This design comes from an exercise in tuning for small area and a short achievable clock period on the open sky130 flow, not from production work. In this exercise RTL edits were held to simulation tests only and were not proved equivalent to the original. Power is estimated from default activity; no workload was simulated.

==> design.v <==
package param_fifo_pkg;
    localparam int unsigned DEF_DATA_W    = 8;
    localparam int unsigned DEF_DEPTH     = 256;
    localparam int unsigned DEF_AF_MARGIN = 4;
    localparam int unsigned DEF_AE_LEVEL  = 4;
    localparam int unsigned FLAG_FULL   = 0;
    localparam int unsigned FLAG_EMPTY  = 1;
    localparam int unsigned FLAG_AFULL  = 2;
    localparam int unsigned FLAG_AEMPTY = 3;
    localparam int unsigned FLAG_W      = 4;
    function automatic integer clog2(input integer value);
        integer result;
        integer i;
        result = 0;
        for (i = 0; i < 32; i = i + 1) begin
            if ((32'd1 << i) < value) begin
                result = i + 1;
            end
        end
        clog2 = result;
    endfunction
endpackage
module fifo_mem
#(
    parameter int unsigned DATA_W = param_fifo_pkg::DEF_DATA_W,
    parameter int unsigned DEPTH  = param_fifo_pkg::DEF_DEPTH,
    localparam int unsigned AW    = param_fifo_pkg::clog2(DEPTH),
    localparam int unsigned NG    = (DEPTH + 2) / 3,
    localparam int unsigned LW    = AW / 2,
    localparam int unsigned HW    = AW - LW
) (
    input  logic              clk,
    input  logic              shift_i,
    input  logic [DATA_W-1:0] wr_data_i,
    input  logic [(1<<LW)-1:0] rd_lo_i,
    input  logic [(1<<HW)-1:0] rd_hi_i,
    output logic [DATA_W-1:0] rd_word_n_o
);
    logic [DATA_W-1:0] mem_q [DEPTH];
    logic [DATA_W-1:0] rot [3*NG];
    logic [3*NG-1:0]   sel;
    logic [NG-1:0]     grp_n [DATA_W];
    always_ff @(posedge clk) begin
        if (shift_i) begin
            mem_q[0] <= wr_data_i;
            for (int i = 1; i < DEPTH; i++) mem_q[i] <= mem_q[i-1];
        end
    end
    always_comb begin
        for (int j = 0; j < 3*NG; j++) begin
            rot[j] = (j < DEPTH) ? mem_q[(j + DEPTH - 1) % DEPTH] : '0;
            sel[j] = (j < DEPTH) && rd_hi_i[(j >> LW) % (1 << HW)] && rd_lo_i[j % (1 << LW)];
        end
    end
    for (genvar b = 0; b < DATA_W; b++) begin : g_bit
        for (genvar g = 0; g < NG; g++) begin : g_grp
            fifo_aoi3 u_aoi (
                .a0 (rot[3*g][b]),   .s0 (sel[3*g]),
                .a1 (rot[3*g+1][b]), .s1 (sel[3*g+1]),
                .a2 (rot[3*g+2][b]), .s2 (sel[3*g+2]),
                .y_n(grp_n[b][g])
            );
        end
        localparam int unsigned N2 = (NG + 3) / 4;
        localparam int unsigned N3 = (N2 + 1) / 2;
        localparam int unsigned N4 = (N3 + 3) / 4;
        logic [4*N2-1:0] l1_n;
        logic [N2-1:0]   l2;
        logic [2*N3-1:0] l2_p;
        logic [N3-1:0]   l3_n;
        logic [4*N4-1:0] l3_p;
        logic [N4-1:0]   l4;
        assign l1_n = {{(4*N2-NG){1'b1}}, grp_n[b]};
        assign l2_p = {{(2*N3-N2){1'b0}}, l2};
        assign l3_p = {{(4*N4-N3){1'b1}}, l3_n};
        for (genvar k = 0; k < N2; k++) begin : g_l2
            fifo_nand4 u_n (.a(l1_n[4*k]), .b(l1_n[4*k+1]), .c(l1_n[4*k+2]), .d(l1_n[4*k+3]), .y(l2[k]));
        end
        for (genvar k = 0; k < N3; k++) begin : g_l3
            fifo_nor2 u_n (.a(l2_p[2*k]), .b(l2_p[2*k+1]), .y(l3_n[k]));
        end
        for (genvar k = 0; k < N4; k++) begin : g_l4
            fifo_nand4 u_n (.a(l3_p[4*k]), .b(l3_p[4*k+1]), .c(l3_p[4*k+2]), .d(l3_p[4*k+3]), .y(l4[k]));
        end
        logic [2:0] l4_p;
        assign l4_p = {{(3-N4){1'b0}}, l4};
        fifo_nor3 u_fin (.a(l4_p[0]), .b(l4_p[1]), .c(l4_p[2]), .y(rd_word_n_o[b]));
    end
endmodule
module fifo_aoi3 (
    input  logic a0, s0, a1, s1, a2, s2,
    output logic y_n
);
    assign y_n = !((a0 && s0) || (a1 && s1) || (a2 && s2));
endmodule
module fifo_nand4 (
    input  logic a, b, c, d,
    output logic y
);
    assign y = !(a && b && c && d);
endmodule
module fifo_nor3 (
    input  logic a, b, c,
    output logic y
);
    assign y = !(a || b || c);
endmodule
module fifo_nor2 (
    input  logic a, b,
    output logic y
);
    assign y = !(a || b);
endmodule
module param_fifo
#(
    parameter int unsigned DATA_W   = param_fifo_pkg::DEF_DATA_W,
    parameter int unsigned DEPTH    = param_fifo_pkg::DEF_DEPTH,
    parameter int unsigned AF_LEVEL = DEPTH - param_fifo_pkg::DEF_AF_MARGIN,
    parameter int unsigned AE_LEVEL = param_fifo_pkg::DEF_AE_LEVEL,
    localparam int unsigned AW      = param_fifo_pkg::clog2(DEPTH),
    localparam int unsigned CW      = AW + 1,
    localparam int unsigned LW      = AW / 2,
    localparam int unsigned HW      = AW - LW
) (
    input  logic              clk,
    input  logic              rst,
    input  logic              clear,
    input  logic              wr_en,
    input  logic [DATA_W-1:0] wr_data,
    input  logic              rd_en,
    output logic [DATA_W-1:0] rd_data,
    output logic              rd_valid,
    output logic              full,
    output logic              empty,
    output logic              almost_full,
    output logic              almost_empty,
    output logic [CW-1:0]     count,
    output logic              overflow,
    output logic              underflow
);
    logic [CW-1:0]     count_q, count_d, count_inc, count_dec;
    logic [(1<<LW)-1:0] lo_q, lo_d;
    logic [(1<<HW)-1:0] hi_q, hi_d;
    logic              full_q, empty_q, afull_q, aempty_q;
    logic              rd_valid_q, overflow_q, underflow_q;
    logic [DATA_W-1:0] rd_data_q, rd_word_n;
    logic              wr_acc, rd_acc, shift, up, down;
    assign rd_acc = rd_en && !empty_q && !clear;
    assign wr_acc = wr_en && (!full_q || rd_acc) && !clear;
    assign shift  = wr_en && (!full_q || rd_en);
    assign up     = wr_acc && !rd_acc;
    assign down   = rd_acc && !wr_acc;
    assign count_inc = count_q + CW'(1);
    assign count_dec = count_q - CW'(1);
    always_comb begin
        count_d = count_q;
        if (clear)     count_d = '0;
        else if (up)   count_d = count_inc;
        else if (down) count_d = count_dec;
    end
    always_comb begin
        lo_d = lo_q;
        hi_d = hi_q;
        if (clear) begin
            lo_d = (1<<LW)'(1);
            hi_d = (1<<HW)'(1);
        end else if (up) begin
            lo_d = {lo_q[(1<<LW)-2:0], lo_q[(1<<LW)-1]};
            if (lo_q[(1<<LW)-1]) hi_d = {hi_q[(1<<HW)-2:0], hi_q[(1<<HW)-1]};
        end else if (down) begin
            lo_d = {lo_q[0], lo_q[(1<<LW)-1:1]};
            if (lo_q[0]) hi_d = {hi_q[0], hi_q[(1<<HW)-1:1]};
        end
    end
    always_ff @(posedge clk or posedge rst) begin
        if (rst) begin
            count_q     <= '0;
            lo_q        <= (1<<LW)'(1);
            hi_q        <= (1<<HW)'(1);
            full_q      <= 1'b0;
            empty_q     <= 1'b1;
            afull_q     <= 1'b0;
            aempty_q    <= 1'b1;
            rd_valid_q  <= 1'b0;
            overflow_q  <= 1'b0;
            underflow_q <= 1'b0;
        end else begin
            count_q     <= count_d;
            lo_q        <= lo_d;
            hi_q        <= hi_d;
            if (clear) begin
                full_q   <= 1'b0;
                empty_q  <= 1'b1;
                afull_q  <= 1'b0;
                aempty_q <= 1'b1;
            end else if (up) begin
                full_q   <= (32'(count_q) == DEPTH - 1);
                empty_q  <= 1'b0;
                afull_q  <= (32'(count_q) >= AF_LEVEL - 1);
                aempty_q <= (32'(count_q) <= AE_LEVEL - 1);
            end else if (down) begin
                full_q   <= 1'b0;
                empty_q  <= (32'(count_q) == 1);
                afull_q  <= (32'(count_q) >= AF_LEVEL + 1);
                aempty_q <= (32'(count_q) <= AE_LEVEL + 1);
            end
            rd_valid_q  <= rd_acc;
            overflow_q  <= !clear && (overflow_q || (wr_en && !wr_acc));
            underflow_q <= !clear && (underflow_q || (rd_en && empty_q));
        end
    end
    always_ff @(posedge clk or posedge rst) begin
        if (rst)         rd_data_q <= '0;
        else if (rd_acc) rd_data_q <= ~rd_word_n;
    end
    fifo_mem #(
        .DATA_W (DATA_W),
        .DEPTH  (DEPTH)
    ) u_mem (
        .clk       (clk),
        .shift_i   (shift),
        .wr_data_i (wr_data),
        .rd_lo_i   (lo_q),
        .rd_hi_i   (hi_q),
        .rd_word_n_o (rd_word_n)
    );
    assign rd_data      = rd_data_q;
    assign rd_valid     = rd_valid_q;
    assign count        = count_q;
    assign full         = full_q;
    assign empty        = empty_q;
    assign almost_full  = afull_q;
    assign almost_empty = aempty_q;
    assign overflow     = overflow_q;
    assign underflow    = underflow_q;
endmodule
==> run.sh <==
#!/bin/bash
# synth_recipe.tcl (not shown) runs the flow's synth.tcl, then flattens the netlist and writes it again
# the make line also repeats each setting of config.mk as NAME=value (left out here)
make -C /OpenROAD-flow-scripts/flow DESIGN_CONFIG=/design/flow/config.mk WORK_HOME=/design/flow/orfs CLKGATE_MAP_FILE= SYNTH_SCRIPT=/design/flow/synth_recipe.tcl finish
==> config.mk <==
export PLATFORM = sky130hd
export DESIGN_NAME = param_fifo
export DESIGN_NICKNAME = param_fifo
export VERILOG_FILES = /design/flow/design.v
export SDC_FILE = /design/flow/constraint.sdc
export NUM_CORES = 4
export LEC_CHECK = 0
export CAP_MARGIN = 20
export CELL_PAD_IN_SITES_DETAIL_PLACEMENT = 1
export CELL_PAD_IN_SITES_GLOBAL_PLACEMENT = 1
export CORE_MARGIN = 2
export CORE_UTILIZATION = 40
export CTS_CLUSTER_DIAMETER = 100
export CTS_CLUSTER_SIZE = 25
export SETUP_SLACK_MARGIN = 2.6
export SLEW_MARGIN = 20
export SYNTH_HIERARCHICAL = 1
export SYNTH_MINIMUM_KEEP_SIZE = 0
==> constraint.sdc <==
create_clock -name core_clock -period 5.0 [get_ports {clk}]
set_input_delay 1.0000 -clock core_clock [delete_from_list [all_inputs] [get_ports {clk}]]
set_output_delay 1.0000 -clock core_clock [all_outputs]
set_load 0.01 [all_outputs]
==> impl_metrics.env <==
export IMPL_synth_main_ff_cell="sky130_fd_sc_hd__edfxtp_1"
export IMPL_chipHeight_microns=437
export IMPL_detailed_place_hpwl_mm=122
export IMPL_power_per_cell_area_nw_per_um2=382
export IMPL_timing_critical_path_from_type="flop"
export IMPL_core_rowCount=158
export IMPL_worst_slew_pin_transition_ns=0.742
export IMPL_synth_seq_cells=2104
export IMPL_core_area_sq_um=186000
export IMPL_rrSetupSlack_ns=2.20
export IMPL_clock_root_buffer="sky130_fd_sc_hd__clkbuf_16"
export IMPL_crit_type="flop to flop"
export IMPL_worst_setup_path_endpoint="rd_data_q[6]$_DFFE_PP0P_"
export IMPL_post_cts_hold_buffer_count=0
export IMPL_io_pins=37
export IMPL_crit_start="lo_q[6]$_DFFE_PP0P_"
export IMPL_stdcell_count=6488
export IMPL_worst_endpoint_required_ns=5.61
export IMPL_drtIter0Drc=6963
export IMPL_layout_drive_gt1_share_pct=14.9
export IMPL_setup_viol=0
export IMPL_layout_area_seq_sq_um=63000
export IMPL_cpMaxStageDelayCell="sky130_fd_sc_hd__dfrtp_4"
export IMPL_cp_num_buf_inv=1
export IMPL_syn_cell_area_sq_um=74900
export IMPL_layout_common_cells="sky130_fd_sc_hd__edfxtp_1 (2048), sky130_fd_sc_hd__a222oi_1 (688), sky130_fd_sc_hd__nand4_1 (202), sky130_fd_sc_hd__and2_1 (113), sky130_fd_sc_hd__clkbuf_16 (102)"
export IMPL_start_util_pct=40.3
export IMPL_nFillCells=17154
export IMPL_gr_total_overflow=0
export IMPL_cts_reportedPaths_clkPinSlew_ns=0.11
export IMPL_min_from="u_mem.mem_q[96][0]$_DFFE_PP_"
export IMPL_critical_path_most_common_cell="sky130_fd_sc_hd__nand4_1"
export IMPL_reg2regPathDepth=8
export IMPL_dieWidth_microns=437
export IMPL_max_cap_violations=0
export IMPL_tritoncts_clock_tree="built"
export IMPL_finalNetCount=3971
export IMPL_min_delay_path_class="flop to flop"
export IMPL_crit_reg2reg_capture="rd_data_q[6]$_DFFE_PP0P_"
export IMPL_max_ir_drop_vdd_mv=0.289
export IMPL_grt_setup_unrepaired="true"
export IMPL_antenna_violations_before_repair=12
export IMPL_worst_endpoint_arrival_ns=3.41
export IMPL_ys_warn_count=13
export IMPL_routed_wl_mm=193
export IMPL_io_buffer_count=36
export IMPL_chain_of_cells_forming_the_critical_path="buf_4 > and2_2 > a222oi_1 > nand4_1 > nor2_2 > nand4_1 > nor3_2 > o21ai_1"
export IMPL_drt_pass1_iter_count=11
export IMPL_syn_area_per_cell_sq_um=20.6
export IMPL_most_common_cell_after_layout_fill_and_taps_aside="sky130_fd_sc_hd__edfxtp_1"
export IMPL_design_die_area_sq_um=191000
export IMPL_tns_setup_ns=0
export IMPL_cp_top_family="simple AND/OR/NAND/NOR gates"
export IMPL_wl_per_cell_microns=29.7
export IMPL_remaining_drc_errors=0
export IMPL_synth_distinct_cells=52
export IMPL_critical_path_peak_fanout=8
export IMPL_slew_headroom_pct=50.5
export IMPL_route_antenna_remaining_nets=0
export IMPL_grt_pass1_vias=40447
export IMPL_area_delta_synth_final_pct=11.9
export IMPL_skew_ns=0.0491
export IMPL_postSynthCellCount=3644
export IMPL_clkSinkCount=2104
export IMPL_grt_first_pass_wirelength_mm=285
export IMPL_fin_crit_ns=2.80
export IMPL_ys_async_sr_fraction_pct=2.66
export IMPL_via_per_inst=6.27
export IMPL_cts_inserted_buffers=95
export IMPL_grt_start_max_net_pins=103
export IMPL_final_hold_worst_slack_ns=0.420
export IMPL_power_leakage_nw=27.3
export IMPL_routabilityCongestion=0.824
export IMPL_multi_input_area_sq_um=12400
export IMPL_ctsHtreeMaxLevel=3
export IMPL_max_stage_delay_ns=0.51
export IMPL_worstReg2RegStart="lo_q[6]$_DFFE_PP0P_"
export IMPL_synth_edff_count=2048
export IMPL_gr_usage_all_layers_pct=19.7
export IMPL_vias=40673
export IMPL_slew_viol_final=0
export IMPL_seq_area_frac_synth_pct=84.0
export IMPL_fmaxAchievable_mhz=357
export IMPL_cts_buffer_depth=3
export IMPL_placed_cells_incl_taps=6240
export IMPL_outcome="no timing/DRC/antenna violations"
export IMPL_clk_insertion_delay_late_ns=0.75
export IMPL_cp_num_cells=8
export IMPL_critical_path_endpoint_type="flop"
export IMPL_final_period_utilization_pct=56.0
export IMPL_timing_hold_violations_final=0
-- stage by stage --
step           setup WS [ns]  cell area (sq um)  utilization, %  power [mW]
5_1_grt                 2.16              83800            45.1        33.0
6_report                2.20              83900            45.1        32.0
3_3_place_gp            1.14              79100            42.6        22.9
3_5_place_dp            1.10              79100            42.6        23.0
2_1_floorplan         -31.18              75100               -        22.9
4_1_cts                 2.23              83500            44.9        32.3
-- Yosys stat by module, one instance, submodules excluded, a selection --
module      cells inside  times used  flops+latches
fifo_nand4             1         200              0
fifo_nor2              1          88              0
fifo_nor3              1           8              0
param_fifo           322           1             56
fifo_aoi3              1         688              0
-- registers in the layout (all words and copies together) (netlist names) --
name	flops
overflow_q	1
full_q	1
underflow_q	1
rd_valid_q	1
rd_data_q	8
aempty_q	1
count_q	9
lo_q	16
afull_q	1
u_mem.mem_q	2048
empty_q	1
hi_q	16
-- cell families (layout without fill, tap and decap cells) --
kind of cell    count (synthesis)  count (layout)  synth area share [%]
simple gates                  694             696                  5.24
compound gates                756             756                  9.80
mux                            17              17                 0.236
other cells                     2              61                0.0100
flops                        2104            2104                  84.0
xor+xnor                        2               2                0.0234
fa+ha+maj                       4               4                0.0668
buf+inv                        65             368                 0.645
-- Yosys cell counts, types with 4 or more instances --
master / number / area share [%]
sky130_fd_sc_hd__nand3_1: 5 / 0.033
sky130_fd_sc_hd__dfstp_2: 4 / 0.14
sky130_fd_sc_hd__buf_2: 8 / 0.053
sky130_fd_sc_hd__nor2b_1: 4 / 0.033
sky130_fd_sc_hd__or4_1: 4 / 0.040
sky130_fd_sc_hd__nor3_1: 5 / 0.033
sky130_fd_sc_hd__mux2i_1: 14 / 0.19
sky130_fd_sc_hd__buf_4: 9 / 0.090
sky130_fd_sc_hd__clkbuf_1: 13 / 0.065
sky130_fd_sc_hd__and2_1: 256 / 2.1
sky130_fd_sc_hd__edfxtp_1: 2048 / 82
sky130_fd_sc_hd__a21oi_1: 8 / 0.053
sky130_fd_sc_hd__buf_6: 26 / 0.39
sky130_fd_sc_hd__nor4_1: 8 / 0.067
sky130_fd_sc_hd__a311oi_1: 15 / 0.18
sky130_fd_sc_hd__o21ai_0: 30 / 0.20
sky130_fd_sc_hd__nor2_1: 122 / 0.61
sky130_fd_sc_hd__inv_1: 8 / 0.040
sky130_fd_sc_hd__a222oi_1: 688 / 9.2
sky130_fd_sc_hd__dfrtp_1: 52 / 1.7
sky130_fd_sc_hd__ha_1: 4 / 0.067
sky130_fd_sc_hd__nor3_2: 8 / 0.11
sky130_fd_sc_hd__nand4_1: 202 / 1.7
sky130_fd_sc_hd__nand2_1: 66 / 0.33
-- area by class of cell --
| type | instances | area share (%) |
|---|---|---|
| Antenna cell | 5 | 0.0149 |
| Clock buffer | 142 | 3.20 |
| Clock inverter | 4 | 0.0865 |
| Inverter | 8 | 0.0358 |
| Multi-Input combinational cell | 1531 | 14.7 |
| Sequential cell | 2104 | 75.2 |
| Tap cell | 2480 | 3.70 |
| Timing Repair Buffer | 214 | 3.07 |
-- worst reg2reg max path, cell delays in order, from the launching register on --
cell	delay (ns)
sky130_fd_sc_hd__dfrtp_4	0.51
sky130_fd_sc_hd__buf_4	0.24
sky130_fd_sc_hd__and2_2	0.28
sky130_fd_sc_hd__a222oi_1	0.50
sky130_fd_sc_hd__nand4_1	0.30
sky130_fd_sc_hd__nor2_2	0.24
sky130_fd_sc_hd__nand4_1	0.30
sky130_fd_sc_hd__nor3_2	0.21
sky130_fd_sc_hd__o21ai_1	0.08
-- where the power goes --
group / internal [mW] / leakage, nW / switching, mW / total [mW]
logic: 0.550 / 5.24 / 1.12 / 1.67
registers: 20.5 / 20.7 / 0.707 / 21.2
clock network: 3.76 / 1.33 / 5.34 / 9.11
total: 24.8 / 27.3 / 7.17 / 32.0
-- per-layer routing --
| metal | vias up | GRT usage (%) | wire length (microns) |
|---|---|---|---|
| met5 | - | 0 | 20 |
| met4 | 2 | 4.66 | 4630 |
| met3 | 191 | 2.45 | 13200 |
| met2 | 1744 | 31.0 | 91300 |
| li1 | 16992 | - | - |
| met1 | 21744 | 29.4 | 83500 |
-- repair_timing --
item,in CTS,in global routing
gates resized for setup,415,124
pin swaps,139,144
gates cloned,1,3
endpoints found under the setup margin,2039,44
buffers inserted,82,11
-- worst min-delay path by stage --
stage / endpoint / cells after the start
detailed placement: u_mem.mem_q[165][6]$_DFFE_PP_ / 0
global route: u_mem.mem_q[97][0]$_DFFE_PP_ / 0
global placement: u_mem.mem_q[222][5]$_DFFE_PP_ / 0
CTS: u_mem.mem_q[88][3]$_DFFE_PP_ / 0
finish: u_mem.mem_q[97][0]$_DFFE_PP_ / 0
floorplan: u_mem.mem_q[102][0]$_DFFE_PP_ / 0

what the ideal ports hide:
No port has a modelled driver above. Below, the same layout with a new extraction and two added sets of constraints. Step 1 assumes that a clkbuf_16 drives the clock port and a buf_2 every other input. Step 2 also shifts input and output timing later by t, the mid clock arrival at the registers, as if the neighbouring blocks saw the same clock. a / b / c = ideal ports / drivers / drivers and shift; a / b = the first two.
t, ns: 0.815
setup WS [ns]: 2.199 / 2.199 / 1.904
worst register clock-pin slew, ns: 0.11 / 0.11
worst data-port slew with drivers (ns): 0.06
cell pins on the clock port's net: 1
After both steps this run still meets setup and hold. The setup slack of this run moves by 0.000 ns with the drivers and by -0.295 ns with both steps.
